What follows belongs to an exercise in optimizing a design on an open flow for small area, a short achievable clock period and few clock cycles; a production flow would make more cautious choices.
In this exercise RTL edits were held to simulation tests only and were not proved equivalent to the original.
Power is estimated from default activity; no workload was simulated.

// db_req_top
module db_req_top #(
    parameter int TIMEOUT_CYCLES = 1024,
    parameter int FIFO_DEPTH     = 32
) (
    input  logic                    log_clk,
    input  logic                    log_rst,
    input  logic [15:0]             src_id_i,
    input  logic [15:0]             des_id_i,
    input  logic [15:0]             target_id_i,
    input  logic                    self_check_i,
    input  logic                    nwr_req_i,
    input  logic                    link_initialized_i,
    output logic                    rapidio_ready_o,
    output logic                    nwr_ready_o,
    output logic                    nwr_busy_o,
    output logic                    nwr_ack_done_o,
    output logic                    error_o,
    output srio_req_pkg::err_type_e error_type_o,
    input  logic                    user_tvalid_i,
    output logic                    user_tready_o,
    input  logic [63:0]             user_tdata_i,
    input  logic [7:0]              user_tkeep_i,
    input  logic                    user_tlast_i,
    output logic                    ireq_tvalid_o,
    input  logic                    ireq_tready_i,
    output logic [63:0]             ireq_tdata_o,
    output logic [7:0]              ireq_tkeep_o,
    output logic                    ireq_tlast_o,
    output logic [31:0]             ireq_tuser_o,
    input  logic                    iresp_tvalid_i,
    input  logic [63:0]             iresp_tdata_i,
    input  logic [31:0]             iresp_tuser_i
);
    logic [72:0] h;
    logic        h_valid;
    logic        h_valid_next;
    logic        h_consume;
    logic        rsp_sc;
    logic        rsp_ready;
    logic        rsp_confirm;
    logic        target_sel;
    logic        target_sel_next;
    logic        tmo_sc, tmo_int;
    logic [2:0]  db;
    logic        db_sc, db_int, db_bit0, hdr_sel;
    req_ctrl_fsm #(
        .TIMEOUT_CYCLES(TIMEOUT_CYCLES)
    ) u_ctrl (
        .log_clk           (log_clk),
        .log_rst           (log_rst),
        .self_check_i      (self_check_i),
        .nwr_req_i         (nwr_req_i),
        .link_initialized_i(link_initialized_i),
        .ireq_tready_i     (ireq_tready_i),
        .h_last_i          (h[72]),
  ...
Size in the first run: ~7600 cells after synthesis, about 2400 flip-flops, roughly 91000 µm² of cells after synthesis.
clock: 5.0 ns
lec_check: 0
cap_margin: 20
core_margin: 2
core_utilization: 40
cts_cluster_diameter: 100
cts_cluster_size: 24
place_density: 0.7
setup_slack_margin: 2.0
slew_margin: 20
synth_hierarchical: 1
standard.sh (not shown) runs the stock make flow with config.mk's settings and CLKGATE_MAP_FILE= SYNTH_SCRIPT=/design/flow/synth_recipe.tcl, a recipe that flattens the netlist after the stock synthesis.
==> flow/flow/run.sh <==
#!/bin/bash
# The standard layout (standard.sh), with plain buffers instead of delay
# cells on the ports. Make's output goes to flow_make.log; the ORFS steps keep
# their own logs under orfs/logs.
set -euo pipefail
bash standard.sh "BUFFER_PORTS_ARGS=-buffer_cell sky130_fd_sc_hd__buf_2" finish > flow_make.log 2>&1
Testbench counts at the start, summed over its fixed seeds: cycles 25,119.
Change:
- PLACE_DENSITY: 0.7 -> unset
What happened: Area after synthesis stays the same; core utilization grows by 0.31 points; die area is unchanged; hold slack improved by 0.0068 ns; power barely changes; sequential share of layout area goes down by 0.38 points; register-to-register slack is better by 0.05 ns; cell count grows by about 0.75%; non-clock buffer count is higher by 65; fmax is about the same; setup slack improved by 0.0051 ns.

---

db_req_top, a different RTL version from the one above (not shown whole).
Size in the first run: ~340 I/O pins, ~88,000 sq um of cells after synthesis.
// db_req_top
module db_req_top #(
    parameter int TIMEOUT_CYCLES = 1024,
    parameter int FIFO_DEPTH     = 32
) (
    input  logic                    log_clk,
    input  logic                    log_rst,
    input  logic [15:0]             src_id_i,
    input  logic [15:0]             des_id_i,
    input  logic [15:0]             target_id_i,
    input  logic                    self_check_i,
    input  logic                    nwr_req_i,
    input  logic                    link_initialized_i,
    output logic                    rapidio_ready_o,
    output logic                    nwr_ready_o,
    output logic                    nwr_busy_o,
    output logic                    nwr_ack_done_o,
    output logic                    error_o,
    output srio_req_pkg::err_type_e error_type_o,
    input  logic                    user_tvalid_i,
    output logic                    user_tready_o,
    input  logic [63:0]             user_tdata_i,
    input  logic [7:0]              user_tkeep_i,
    input  logic                    user_tlast_i,
    output logic                    ireq_tvalid_o,
    input  logic                    ireq_tready_i,
    output logic [63:0]             ireq_tdata_o,
    output logic [7:0]              ireq_tkeep_o,
    output logic                    ireq_tlast_o,
    output logic [31:0]             ireq_tuser_o,
    input  logic                    iresp_tvalid_i,
    input  logic [63:0]             iresp_tdata_i,
    input  logic [31:0]             iresp_tuser_i
);
export LEC_CHECK = 0
export CAP_MARGIN = 20
export CORE_MARGIN = 2
export CORE_UTILIZATION = 55
export CTS_CLUSTER_DIAMETER = 100
export CTS_CLUSTER_SIZE = 24
export SETUP_SLACK_MARGIN = 2.0
export SLEW_MARGIN = 20
export SYNTH_HIERARCHICAL = 1
create_clock -name core_clock -period 5.0 [get_ports {log_clk}]
Scripts as last shown in full above: flow/flow/run.sh
The starting point produced a clean layout.
Testbench counts at the start, summed over its fixed seeds: cycles 25,119.
Change:
Settings changed: CORE_UTILIZATION 55 to 40, SETUP_SLACK_MARGIN 2.0 to 2.4.
Combinational power came out higher by about 3%.
Sequential share of layout area came out lower by 1.7 points.
Register-to-register slack improves by 0.30 ns.
Global-route usage came out lower by 8.6 points.
Clock skew came out higher by 0.011 ns.
Total power came out higher by 0.31%.
Worst setup slack improves by 0.028 ns.
Via count came out higher by 1.6%.
Clock-buffer cell count came out lower by 9.
Design area came out higher by 2.3%.

## what the ideal ports hide
The flow's constraints put no driver on any port. The routed layouts listed below were extracted and timed again, unchanged, in two steps.
Step 1 assumes that a clkbuf_16 drives the clock port and a buf_2 every other input.
Step 2 adds t to the input delays and takes it off the output delays; t is the mean of the earliest and latest rising clock arrival at the registers after step 1. Input paths then give back, and output paths get back, about the clock's delay inside the block.
a / b / c = no drivers / after step 1 / after step 2; a / b = the first two.
run	t (ns)	setup WS [ns]	worst hold slack (ns)	slew at the worst register clock pin (ns)
the first run of note 1	0.928	1.875 / 1.802 / 1.517	0.064 / -0.004 / 0.477	0.10 / 0.10
the second run of note 1	0.936	1.880 / 1.784 / 1.442	0.071 / 0.001 / 0.473	0.11 / 0.11
the first run of note 2	0.857	1.841 / 1.793 / 1.426	0.161 / 0.089 / 0.480	0.10 / 0.10
the second run of note 2	0.892	1.869 / 1.790 / 1.575	0.080 / 0.016 / 0.506	0.11 / 0.11
After both steps setup and hold are still met in every run listed. For the second run of note 1, which loses most, drivers alone change the setup slack by -0.096 ns; drivers and shift together by -0.438 ns.
